Source: an optimization exercise on an open RTL-to-GDS flow (aim: small area, a short achievable clock period and few clock cycles per item). Production flows keep margins and buffers that such runs may drop.
In this exercise RTL edits were held to simulation tests only and were not proved equivalent to the original.

==> maple <==
==> flow/design.v <==
module sfp_norm_seq #(
  parameter int COL = 8,
  parameter int BW_PSUM = 20,
  parameter int OUT_SHIFT = 8,
  parameter int SW = BW_PSUM + $clog2(COL),
  parameter int BW_OUT = OUT_SHIFT + 2
) (
  input  logic                      clk,
  input  logic                      reset,
  input  logic                      mode_signed,
  input  logic                      mode_dual,
  input  logic                      in_valid,
  output logic                      in_ready,
  input  logic [COL*BW_PSUM-1:0]    in_row,
  output logic [SW-1:0]             sum_out,
  output logic                      sum_out_valid,
  input  logic [SW:0]               sum_in,
  input  logic                      sum_in_valid,
  output logic                      out_valid,
  input  logic                      out_ready,
  output logic [COL*BW_OUT-1:0]     out_row,
  output logic                      busy
);
  localparam int NS = 7;             
  localparam int RW = 25;            
  logic v0, v1, v2, vo;
  logic [NS:1] vd;
  logic xd1;                         
  logic hold, adv, go1, en1, en0;
  logic dm1;
  logic nv0, nv1, nv2, nvo;
  logic [NS:1] nvd;
  assign hold = vo & ~out_ready;
  assign adv  = ~hold;
  assign go1 = ~dm1 | xd1 | sum_in_valid;
  assign en1 = ~v1 | (adv & go1);
  assign en0 = ~v0 | en1;
  logic ir_e, ir_o, ir_x;
  assign in_ready = ir_e | ((ir_o | out_ready) & (ir_x | sum_in_valid));
  assign out_valid = vo;
  assign nv0 = en0 ? in_valid : v0;
  assign nv1 = en1 ? v0 : v1;
  assign nv2 = adv ? v1 & go1 : v2;
  assign nvd = adv ? {vd[NS-1:1], v2} : vd;
  assign nvo = adv ? vd[NS] : vo;
  always_ff @(posedge clk) begin
    if (reset) begin
      v0 <= 1'b0;
      v1 <= 1'b0;
      v2 <= 1'b0;
      vd <= '0;
      vo <= 1'b0;
      busy <= 1'b0;
    end else begin
      v0 <= nv0;
      v1 <= nv1;
      v2 <= nv2;
      vd <= nvd;
      vo <= nvo;
      busy <= nv0 | nv1 | nv2 | (|nvd) | nvo;
    end
  end
  always_ff @(posedge clk) begin
    if (reset) begin
      ir_e <= 1'b1;
      ir_o <= 1'b1;
    end else begin
      ir_e <= ~nv0 | ~nv1;
      ir_o <= ~nvo;
    end
    ir_x <= ~(en1 ? dm0 : dm1) | (~reset & ~en1 & (xd1 | (v1 & dm1 & sum_in_valid)));
  end
  function automatic logic [22:0] fa_s(input logic [22:0] a, input logic [22:0] b, input logic [22:0] c);
    fa_s = a ^ b ^ c;
  endfunction
  function automatic logic [22:0] fa_c(input logic [22:0] a, input logic [22:0] b, input logic [22:0] c, input logic cin);
    logic [22:0] m;
    m = (a & b) | (a & c) | (b & c);
    fa_c = {m[21:0], cin};
  endfunction
  logic [22:0] y [COL];
  logic [COL-1:0] g;
  logic [BW_PSUM-1:0] a_in [COL];
  logic [COL-1:0] ng_in;
  logic [22:0] l1s0, l1c0, l1s1, l1c1, l1s2, l1c2, l2s0, l2c0, l2s1, l2c1, l3s, l3c, l4s, l4c;
  always_comb begin
    for (int c = 0; c < COL; c++) begin
      g[c] = in_row[c*BW_PSUM + BW_PSUM-1];
      y[c] = {4'b0, in_row[c*BW_PSUM +: BW_PSUM-1] ^ {(BW_PSUM-1){g[c]}}};
      a_in[c] = g[c] ? -in_row[c*BW_PSUM +: BW_PSUM] : in_row[c*BW_PSUM +: BW_PSUM];
      ng_in[c] = g[c] & mode_signed;
    end
    l1s0 = fa_s(y[0], y[1], y[2]);          l1c0 = fa_c(y[0], y[1], y[2], g[1]);
    l1s1 = fa_s(y[3], y[4], y[5]);          l1c1 = fa_c(y[3], y[4], y[5], g[2]);
    l1s2 = fa_s(y[6], y[7], {22'b0, g[0]}); l1c2 = fa_c(y[6], y[7], {22'b0, g[0]}, g[3]);
    l2s0 = fa_s(l1s0, l1c0, l1s1);          l2c0 = fa_c(l1s0, l1c0, l1s1, g[4]);
    l2s1 = fa_s(l1c1, l1s2, l1c2);          l2c1 = fa_c(l1c1, l1s2, l1c2, g[5]);
    l3s  = fa_s(l2s0, l2c0, l2s1);          l3c  = fa_c(l2s0, l2c0, l2s1, g[6]);
    l4s  = fa_s(l3s, l3c, l2c1);            l4c  = fa_c(l3s, l3c, l2c1, g[7]);
  end
  logic [BW_PSUM-1:0] a0 [COL];
  logic [COL-1:0] ng0;
  logic dm0;
  logic [COL-1:0] nz0;
  logic [22:0] cs0, cc0;
  always_ff @(posedge clk) begin
    if (en0) begin
      for (int c = 0; c < COL; c++) a0[c] <= a_in[c];
      ng0 <= ng_in;
      dm0 <= mode_dual;
      for (int c = 0; c < COL; c++) nz0[c] <= |in_row[c*BW_PSUM +: BW_PSUM];
      cs0 <= l4s;
      cc0 <= l4c;
    end
  end
  logic [BW_PSUM-1:0] a1 [COL];
  logic [COL-1:0] ng1;
  logic [COL-1:0] nz1;
  logic [SW-1:0] s1;
  logic [SW:0] p1;
  always_ff @(posedge clk) begin
    if (reset) xd1 <= 1'b0;
    else if (en1) xd1 <= 1'b0;
    else if (v1 && dm1 && !xd1 && sum_in_valid) xd1 <= 1'b1;
    if (en1) begin
      for (int c = 0; c < COL; c++) a1[c] <= a0[c];
      ng1 <= ng0;
      dm1 <= dm0;
      nz1 <= nz0;
      s1 <= cs0 + cc0;
    end
    if (!xd1) p1 <= sum_in;
  end
  assign sum_out = s1;
  assign sum_out_valid = v1 & dm1 & ~xd1;
  logic [BW_PSUM-1:0] a4 [COL];
  logic [COL-1:0] ng4;
  logic [SW:0] d4, psel, dsum;
  logic [COL-1:0] nz4;
  logic pz4;
  assign psel = dm1 ? (xd1 ? p1 : sum_in) : '0;
  assign dsum = {1'b0, s1} + psel;
  always_ff @(posedge clk) begin
    if (adv) begin
      for (int c = 0; c < COL; c++) a4[c] <= a1[c];
      ng4 <= ng1;
      d4 <= {dsum[SW:1], dsum[0] | (~|nz1 & (psel == '0))};
      nz4 <= nz1;
      pz4 <= psel == '0;
    end
  end
  logic [RW-1:0] r [NS+1][COL];
  logic [SW:0] dd [NS+1];
  logic [COL-1:0] ngd [NS+1];
  logic [COL-1:0] q8 [NS+1];
  logic [NS-1:0] qb [NS+1][COL];    
  logic [RW-1:0] rn [NS+1][COL];
  function automatic logic [RW-1:0] bk_add(input logic [RW-1:0] x, input logic [RW-1:0] y, input logic ci);
    logic [RW-1:0] p, gg, pp;
    logic [RW:0] carry;
    p = x ^ y;
    gg = x & y;
    pp = p;
    for (int l = 1; l < RW; l = l * 2)
      for (int i = 2*l-1; i < RW; i += 2*l) begin
        gg[i] = gg[i] | (pp[i] & gg[i-l]);
        pp[i] = pp[i] & pp[i-l];
      end
    for (int l = 8; l >= 1; l = l / 2)
      for (int i = 3*l-1; i < RW; i += 2*l) begin
        gg[i] = gg[i] | (pp[i] & gg[i-l]);
        pp[i] = pp[i] & pp[i-l];
      end
    carry[0] = ci;
    for (int i = 0; i < RW; i++) carry[i+1] = gg[i] | (pp[i] & ci);
    bk_add = p ^ carry[RW-1:0];
  endfunction
  function automatic logic [RW-1:0] nr_step(input logic [RW-1:0] rr, input logic qbit, input logic [SW:0] dv);
    logic slo, shi;
    slo = ~rr[RW-1];
    shi = qbit;
    nr_step = bk_add({rr[RW-2:0], 1'b0}, {shi, dv[SW:12] ^ {(SW-11){shi}}, dv[11:0] ^ {12{slo}}}, slo);
  endfunction
  always_comb begin
    for (int c = 0; c < COL; c++) begin
      rn[0][c] = bk_add({4'b0, a4[c], 1'b0}, ~{1'b0, d4}, 1'b1);
      for (int j = 1; j <= NS; j++) rn[j][c] = nr_step(r[j][c], qb[j][c][j-1], dd[j]);
    end
  end
  always_ff @(posedge clk) begin
    if (adv) begin
      dd[1] <= d4;
      ngd[1] <= ng4;
      for (int c = 0; c < COL; c++) begin
        r[1][c] <= rn[0][c];
        q8[1][c] <= nz4[c] & ~|(nz4 & ~(COL'(1) << c)) & pz4;
        qb[1][c] <= '0;
        qb[1][c][0] <= ~rn[0][c][RW-1];
      end
      for (int j = 2; j <= NS; j++) begin
        dd[j] <= dd[j-1];
        ngd[j] <= ngd[j-1];
        q8[j] <= q8[j-1];
        for (int c = 0; c < COL; c++) begin
          r[j][c] <= rn[j-1][c];
          qb[j][c] <= qb[j-1][c];
          qb[j][c][j-1] <= ~rn[j-1][c][RW-1];
        end
      end
    end
  end
  logic [COL*BW_OUT-1:0] row_fin;
  logic [BW_OUT-2:0] hh, nh;
  logic b0;
  always_comb begin
    hh = '0;
    nh = '0;
    b0 = 1'b0;
    for (int c = 0; c < COL; c++) begin
      hh = '0;
      for (int k = 0; k < NS; k++) hh[6-k] = qb[NS][c][k];
      nh = -hh;
      b0 = ~rn[NS][c][RW-1];
      if (q8[NS][c]) row_fin[c*BW_OUT +: BW_OUT] = ngd[NS][c] ? 10'h300 : 10'h100;
      else if (!ngd[NS][c]) row_fin[c*BW_OUT +: BW_OUT] = {hh, b0};
      else row_fin[c*BW_OUT +: BW_OUT] = b0 ? {~hh, 1'b1} : {nh, 1'b0};
    end
  end
  always_ff @(posedge clk) begin
    if (adv) out_row <= row_fin;
  end
endmodule
==> flow/run.sh <==
#!/bin/bash
# synth_recipe.tcl (not shown) runs the flow's synth.tcl, then flattens the netlist and writes it again
# the make line also repeats each setting of config.mk as NAME=value (left out here)
make -C /OpenROAD-flow-scripts/flow DESIGN_CONFIG=/design/flow/config.mk WORK_HOME=/design/flow/orfs CLKGATE_MAP_FILE= SYNTH_SCRIPT=/design/flow/synth_recipe.tcl finish
==> flow/config.mk <==
export PLATFORM = sky130hd
export DESIGN_NAME = sfp_norm_seq
export DESIGN_NICKNAME = sfp_norm_seq
export VERILOG_FILES = /design/flow/design.v
export SDC_FILE = /design/flow/constraint.sdc
export NUM_CORES = 4
export LEC_CHECK = 0
export ABC_AREA = 1
export CAP_MARGIN = 20
export CORE_MARGIN = 2
export CORE_UTILIZATION = 60
export CTS_BUF_LIST = sky130_fd_sc_hd__clkbuf_8 sky130_fd_sc_hd__clkbuf_16
export CTS_CLUSTER_DIAMETER = 60
export CTS_CLUSTER_SIZE = 30
export PLACE_DENSITY = 0.68
export SETUP_SLACK_MARGIN = 2.8
export SLEW_MARGIN = 20
==> flow/constraint.sdc <==
create_clock -name core_clock -period 6.0 [get_ports {clk}]
set_input_delay 1.2000 -clock core_clock [delete_from_list [all_inputs] [get_ports {clk}]]
set_output_delay 1.2000 -clock core_clock [all_outputs]
set_load 0.01 [all_outputs]
==> inputs of pepper, as changes to maple <==
--- a/flow/design.v
+++ b/flow/design.v
@@ -35,8 +35,7 @@
   assign go1 = ~dm1 | xd1 | sum_in_valid;
   assign en1 = ~v1 | (adv & go1);
   assign en0 = ~v0 | en1;
-  logic ir_e, ir_o, ir_x;
-  assign in_ready = ir_e | ((ir_o | out_ready) & (ir_x | sum_in_valid));
+  assign in_ready = en0;
   assign out_valid = vo;
   assign nv0 = en0 ? in_valid : v0;
   assign nv1 = en1 ? v0 : v1;
@@ -59,16 +58,6 @@
       vo <= nvo;
       busy <= nv0 | nv1 | nv2 | (|nvd) | nvo;
     end
-  end
-  always_ff @(posedge clk) begin
-    if (reset) begin
-      ir_e <= 1'b1;
-      ir_o <= 1'b1;
-    end else begin
-      ir_e <= ~nv0 | ~nv1;
-      ir_o <= ~nvo;
-    end
-    ir_x <= ~(en1 ? dm0 : dm1) | (~reset & ~en1 & (xd1 | (v1 & dm1 & sum_in_valid)));
   end
   function automatic logic [22:0] fa_s(input logic [22:0] a, input logic [22:0] b, input logic [22:0] c);
     fa_s = a ^ b ^ c;
Settings changed: ABC_AREA 1 to not set, CORE_UTILIZATION 60 to 65, CTS_BUF_LIST sky130_fd_sc_hd__clkbuf_8 sky130_fd_sc_hd__clkbuf_16 to not set, CTS_CLUSTER_DIAMETER 60 to not set, CTS_CLUSTER_SIZE 30 to 40, PLACE_DENSITY 0.68 to not set, SETUP_SLACK_MARGIN 2.8 to 2.6.
==> results.txt <==
pepper did not get past global routing (5_1_grt). maple finished clean. In pepper the synthesized cell count is lower than in maple, by about 20%. Against pepper, the area after synthesis of maple is higher by 4.9%.
==> figures <==
item	maple	pepper
Status	timing/DRC/antenna clean	aborted with a tool error
Stage where the flow stopped	-	global routing (5_1_grt)
Area fraction in compound gates after synthesis	0.0537	0.0953
HPWL after detailed placement	385,000 um	360,000 um
Placed cell count	19.9k	16.2k
Flip-flop and latch count after synthesis	2,637	2,634
Syn Nets	18.2k	14.8k
Overall die height	529 um	496 um
# clock sinks	2,637	2,634
Simple-Gate Fraction of Synth Area	0.133	0.0755
Proportion of synthesized chip area in sequential cells	0.477	0.500
Max H-tree Level	4	5
Starting density of the core	0.603	0.654
Worst setup slack after placement	1.03 ns	0.605 ns
Mux share of post-synthesis cell area	0.000667	0.00239
Testbench counts of maple, summed over its fixed seeds: cycles 1,368, rows 1,280.
Testbench counts of pepper, summed over its fixed seeds: cycles 1,368, rows 1,280.

-- re-timing with driven ports --
The results above use ideal ports. As a check the final layout listed here was re-extracted and re-timed, cells and wires unchanged.
Step 1, drivers: a clkbuf_16 drives clk and a buf_2 each remaining input, both assumed.
Step 2 also shifts input and output timing later by t, the mid clock arrival at the registers, as if the neighbouring blocks saw the same clock.
a / b / c = ideal / step 1 / step 2; a / b = the first two.
run: maple
t (ns): 1.020
slack for setup (ns): 2.783 / 2.725 / 1.750
hold WS [ns]: 0.382 / 0.382 / 0.382
After both steps maple still meets setup and hold. For maple, drivers alone change the setup slack by -0.058 ns; drivers and shift together by -1.033 ns.
